From an optimization exercise on the open Yosys and OpenROAD flow, aimed at small area and a short achievable clock period; shortcuts taken in it are not production practice.
Only simulation tests tie the RTL to the original design; equivalence was not proved.

==> design/flow/design.v <==
module rvv_backend_mulmac_lanes #(
  parameter int unsigned NUM_LANE = 2,
  parameter int unsigned LAT      = 3,
  parameter int unsigned OP_W     = 32,
  parameter int unsigned TAG_W    = 6
) (
  input  logic                               clk,
  input  logic                               rst,
  input  logic                               trap_flush_rvv,
  input  logic [$clog2(NUM_LANE+1)-1:0]      rs2ex_fifo_cnt,
  input  logic [NUM_LANE*OP_W-1:0]           rs2ex_uop_a,
  input  logic [NUM_LANE*OP_W-1:0]           rs2ex_uop_b,
  input  logic [NUM_LANE-1:0]                rs2ex_uop_signed,
  input  logic [NUM_LANE*TAG_W-1:0]          rs2ex_uop_tag,
  output logic [NUM_LANE-1:0]                ex2rs_fifo_pop,
  output logic [NUM_LANE-1:0]                ex2rob_valid,
  output logic [NUM_LANE*2*OP_W-1:0]         ex2rob_result,
  output logic [NUM_LANE*TAG_W-1:0]          ex2rob_tag,
  input  logic [NUM_LANE-1:0]                rob2ex_ready
);
  localparam int unsigned CNT_W = $clog2(NUM_LANE + 1);
  localparam int unsigned RES_W = 2 * OP_W;
  logic [NUM_LANE-1:0] cand;
  logic [NUM_LANE-1:0] lane_rdy;
  logic [NUM_LANE-1:0] pop;
  logic                chain;
  always_comb begin
    cand  = '0;
    pop   = '0;
    chain = 1'b1;
    for (int i = 0; i < NUM_LANE; i++) begin
      cand[i] = (rs2ex_fifo_cnt > CNT_W'(i)) && !trap_flush_rvv && !rst;
      pop[i]  = cand[i] && lane_rdy[i] && chain;
      chain   = pop[i];
    end
  end
  assign ex2rs_fifo_pop = pop;
  for (genvar l = 0; l < NUM_LANE; l++) begin : g_lane
    logic [LAT-1:0]   vld_q;
    logic [RES_W-1:0] res_q [LAT];
    logic [TAG_W-1:0] tag_q [LAT];
    logic [OP_W-1:0]  op_a;
    logic [OP_W-1:0]  op_b;
    logic             sgn;
    logic [RES_W-1:0] a_ext;
    logic [RES_W-1:0] b_ext;
    logic [RES_W-1:0] prod;
    assign op_a  = rs2ex_uop_a[l*OP_W +: OP_W];
    assign op_b  = rs2ex_uop_b[l*OP_W +: OP_W];
    assign sgn   = rs2ex_uop_signed[l];
    assign a_ext = sgn ? {{OP_W{op_a[OP_W-1]}}, op_a} : {{OP_W{1'b0}}, op_a};
    assign b_ext = sgn ? {{OP_W{op_b[OP_W-1]}}, op_b} : {{OP_W{1'b0}}, op_b};
    assign prod  = a_ext * b_ext;
    assign lane_rdy[l] = !vld_q[LAT-1] || rob2ex_ready[l];
    always_ff @(posedge clk) begin
      if (rst) begin
        vld_q <= '0;
        for (int k = 0; k < LAT; k++) begin
          res_q[k] <= '0;
          tag_q[k] <= '0;
        end
      end else begin
        if (trap_flush_rvv) begin
          vld_q <= '0;
        end else if (lane_rdy[l]) begin
          vld_q[0] <= pop[l];
          for (int k = 1; k < LAT; k++) vld_q[k] <= vld_q[k-1];
        end
        if (lane_rdy[l]) begin
          res_q[0] <= prod;
          tag_q[0] <= rs2ex_uop_tag[l*TAG_W +: TAG_W];
          for (int k = 1; k < LAT; k++) begin
            res_q[k] <= res_q[k-1];
            tag_q[k] <= tag_q[k-1];
          end
        end
      end
    end
    assign ex2rob_valid[l]                   = vld_q[LAT-1] && !trap_flush_rvv;
    assign ex2rob_result[l*RES_W +: RES_W]   = res_q[LAT-1];
    assign ex2rob_tag[l*TAG_W +: TAG_W]      = tag_q[LAT-1];
  end
endmodule
==> design/flow/run.sh <==
#!/bin/bash
# synth_recipe.tcl (not shown) runs the flow's synth.tcl, then flattens the netlist and writes it again
# the make line also repeats each setting of config.mk as NAME=value (left out here)
make -C /OpenROAD-flow-scripts/flow DESIGN_CONFIG=/design/flow/config.mk WORK_HOME=/design/flow/orfs CLKGATE_MAP_FILE= SYNTH_SCRIPT=/design/flow/synth_recipe.tcl finish
==> design/flow/config.mk <==
export PLATFORM = sky130hd
export DESIGN_NAME = rvv_backend_mulmac_lanes
export DESIGN_NICKNAME = rvv_backend_mulmac_lanes
export VERILOG_FILES = /design/flow/design.v
export SDC_FILE = /design/flow/constraint.sdc
export NUM_CORES = 4
export LEC_CHECK = 0
export CAP_MARGIN = 20
export CORE_MARGIN = 2
export CORE_UTILIZATION = 40
export SLEW_MARGIN = 20
==> design/flow/constraint.sdc <==
create_clock -name core_clock -period 11.5 [get_ports {clk}]
set_input_delay 2.3000 -clock core_clock [delete_from_list [all_inputs] [get_ports {clk}]]
set_output_delay 2.3000 -clock core_clock [all_outputs]
set_load 0.01 [all_outputs]
==> summary.md <==
| Metric | Value |
|---|---|
| Status | complete, no violations |
| Ys async rst share | 0% |
| Mapped Nets | 15500 |
| Critical path fanouts, max | 9 |
| Largest net degree at the start of global routing | 143 |
| Multi-input gate area | 88000 um^2 |
| Placed insts | 15700 |
| Reg-to-reg critical path endpoint | g_lane[0].res_q[0][31]$_SDFFE_PP0P_ |
| DR iter-0 viols | 5042 |
| Clock sinks | 426 |
| H-tree depth | 2 |
| Vias per cell | 4.96 |
| Clk Tree Root Cell | clkbuf_16 |
| Num CTS Buffers | 49 |
| Critical Path Sink Type | flip-flop |
| Die area | 279000 um^2 |
| Slowest CP cell | clkdlybuf4s50_1 |
| IO Count | 293 |
| Reg2reg start | g_lane[0].vld_q[2]$_SDFFE_PP0P_ |
| Area grow syn2layout | 10.8% |
| Most frequent cells after synthesis | inv_1 (2996), fa_1 (2835), nand2_1 (1817), and2_1 (1140), ha_1 (623) |
| Core area | 274000 um^2 |
| Total Wirelength | 316 mm |
| Crit Path Class | in -> reg |
| Sequential share of the synthesized area | 7.75% |
| Worst setup path end | g_lane[0].res_q[0][42]$_SDFFE_PP0P_ |
| Most frequent CP cell | fa_1 |
| Grt ovf | 0 |
| Synth Cell Area | 110000 um^2 |
| Finished Layout Cells | 15800 |
| Reg2reg setup slack | 8610 ps |
| Final ANT Viol Nets | 0 |
| Clock transition at the registers of the reported paths | 60 ps |
| EDFF count, synth | 0 |
| Actual slew at the worst max-slew pin | 1080 ps |
| Die height | 528 um |
| Drt wl/cell | 20.0 um |
| Most common cell in the netlist | inv_1 |
| Clock tree buffer depth | 3 |
| Area leader, netlist | fa_1 |
| Largest cells by area after synthesis | fa_1 (52%), inv_1 (10%), dfxtp_1 (7.8%), ha_1 (7.1%), and2_1 (6.5%) |
| Effective utilization at floorplan | 40.2% |
| Final Cycle Share | 96.3% |
| DR pass1 iterations | 6 |
| RSZ-0062 raised after global routing | false |
| Port-buffer cells | 292 |
| Achievable frequency | 90.3 MHz |
| Sequential cell area | 8530 um^2 |
| Flops & latches, synth | 426 |
| Worst R2R Path Depth | 5 |
| Placer Congestion | 0.963 |
| Vias in the first global route | 84600 |
| Initial antenna violation count | 18 |
| Post-Route Setup TNS | 0 ps |
| HP Class | reg -> reg |
| Synth top area share | 51.6% |
| Final count of pins violating max slew | 0 |
| Final Util | 44.6% |
| Max_slew headroom | 27.9% |
| Vias | 78300 |
| Endpoints failing hold | 0 |
| Fill cell count | 26600 |
| Setup violators final | 0 |
| Critical Path Source | rs2ex_uop_a[20] |
| Drc violations | 0 |
| DP HPWL | 269 mm |
| Post-Syn Instances | 11900 |
| Fin nets | 15800 |
| Chip width | 528 um |
| Crit path time final | 11080 ps |
| Gr usage total | 23.3% |
| Max Cap Violations | 0 |
| CTS Hold Buffers Added | 0 |
| Warnings from Yosys | 5 |
| First-pass GRT wire length | 504 mm |
| Post-synth top flop | dfxtp_1 |
| TritonCTS clock tree | done |
| Worst path required time | 11980 ps |
| Crit start category | input pin |
| Layout cells sized above 1 | 5.11% |
| Crit path largest cell delay | 720 ps |
| Core Rows | 192 |
| Worst EP arrival | 11560 ps |
| Mean Syn Cell Area | 9.22 um^2 |
| Final Skew | 22.2 ps |
| Synth unique cells | 94 |
| Skew-Pair Late Insertion Delay | 590 ps |
placed cells by master, fill, tap and decap left out, types with 10 or more instances in the layout:
master           netlist  layout
o211ai_1              11      11
o21ai_0               58      58
a21o_1               119     119
buf_4                  1     394
a211oi_1              37      37
nand3_1               54      54
clkbuf_8               0      10
nor3_1                24      24
clkbuf_16              0      49
xor2_1                51      51
o21a_1                14      14
a21oi_1              510     510
nand4_1               23      23
nor2b_1               13      11
inv_1               2996    2996
nor2_1               104     104
and2_1              1140    1140
xnor2_1              177     177
ha_1                 623     623
o21ai_1               15      15
nand2_1             1817    1816
nand2b_1              16      14
clkdlybuf4s50_1        0     290
and3_1                71      71
o21bai_1              20      20
dfxtp_1              426     426
a31oi_1               21      21
buf_12                 0     101
fa_1                2835    2835
clkinv_2               0      12
routing by layer:
metal  up-vias  part of all wire, %  track usage [%]  wire (um)
met2      2278                   46             37.9     146000
met1     40800                   46             33.8     144000
met5         -               0.0066                0         21
li1      34900                    -                -          -
met4         4                  2.0             3.97       6300
met3       354                  6.2             2.89      19600
sequential cells by signal, indices dropped and copies added (netlist names):
name / cells
g_lane.vld_q: 6
g_lane.res_q: 384
g_lane.tag_q: 36
layout make-up:
cell class / count / share of cell area [%]
sequential: 426 / 7.00
inverter: 2997 / 9.23
multi-input combinational: 7899 / 72.2
timing repair buffer: 788 / 6.51
antenna: 5 / 0.0103
tap: 3589 / 3.68
clock inverter: 24 / 0.260
clock buffer: 66 / 1.14
repair_timing:
action	4_1_cts	5_1_grt
endpoints found under the setup margin	0	1
buffers inserted	0	0
gates resized for setup	0	2
per-stage QoR:
step           worst slack (ps)  hold slack, ps  cell area [um^2]
2_1_floorplan               345             432            110000
4_1_cts                     249             437            122000
6_report                    421             442            122000
5_1_grt                    61.1             464            122000
3_5_place_dp               -349             443            120000
3_3_place_gp               -336             438            120000
worst min-delay path by stage:
stage                                                   start                                  end  depth (start not counted)
after CTS                  g_lane[1].tag_q[0][1]$_SDFFE_PP0N_   g_lane[1].tag_q[1][1]$_SDFFE_PP0N_                          2
after global routing       g_lane[0].res_q[1][9]$_SDFFE_PP0P_   g_lane[0].res_q[2][9]$_SDFFE_PP0P_                          2
final                      g_lane[1].tag_q[0][1]$_SDFFE_PP0N_   g_lane[1].tag_q[1][1]$_SDFFE_PP0N_                          2
after floorplan           g_lane[0].res_q[0][61]$_SDFFE_PP0P_  g_lane[0].res_q[1][61]$_SDFFE_PP0P_                          2
after detailed placement  g_lane[1].res_q[2][28]$_SDFFE_PP0N_  g_lane[1].res_q[2][28]$_SDFFE_PP0N_                          2
after global placement     g_lane[0].res_q[2][4]$_SDFFE_PP0P_   g_lane[0].res_q[2][4]$_SDFFE_PP0P_                          2
critical path: cells and delay by family:
kind            cells  cell delay (ps)
compound gates      7             2340
simple gates        2              340
buf+inv            11             1400
fa+ha+maj          11             5160
cell families (layout without fill, tap and decap cells):
| group | after synthesis | after routing | synth area share [%] |
|---|---|---|---|
| and+or+nand+nor | 3312 | 3312 | 14.4 |
| AOI/OAI and AO/OA | 894 | 894 | 4.95 |
| other | 0 | 5 | 0 |
| muxes | 2 | 2 | 0.0182 |
| DFF | 426 | 426 | 7.75 |
| adders and majority gates | 3463 | 3463 | 58.7 |
| xor gates and xnor gates | 228 | 228 | 1.81 |
| buffers and inverters | 3607 | 3875 | 12.3 |

## afterwards: timing with drivers on the ports
In the flow no input, the clock included, has a driving cell. The finished layout below was timed again as built, in two steps.
Step 1, drivers: a clkbuf_16 drives clk and a buf_2 each remaining input, both assumed.
Step 2, shift: input delay + t, output delay - t, t = (earliest + latest rising clock arrival at the registers) / 2. This alone moves slack from input paths to output paths.
Three values: no drivers, after step 1, after step 2; two values: the first two.
t (ns): 0.657
slack for setup (ns): 0.421 / 0.470 / -0.186
worst setup path after step 2: input to register
With both steps, setup timing fails in this run, where it was met with ideal ports. The setup slack of this run moves by +0.049 ns with the drivers and by -0.607 ns with both steps.
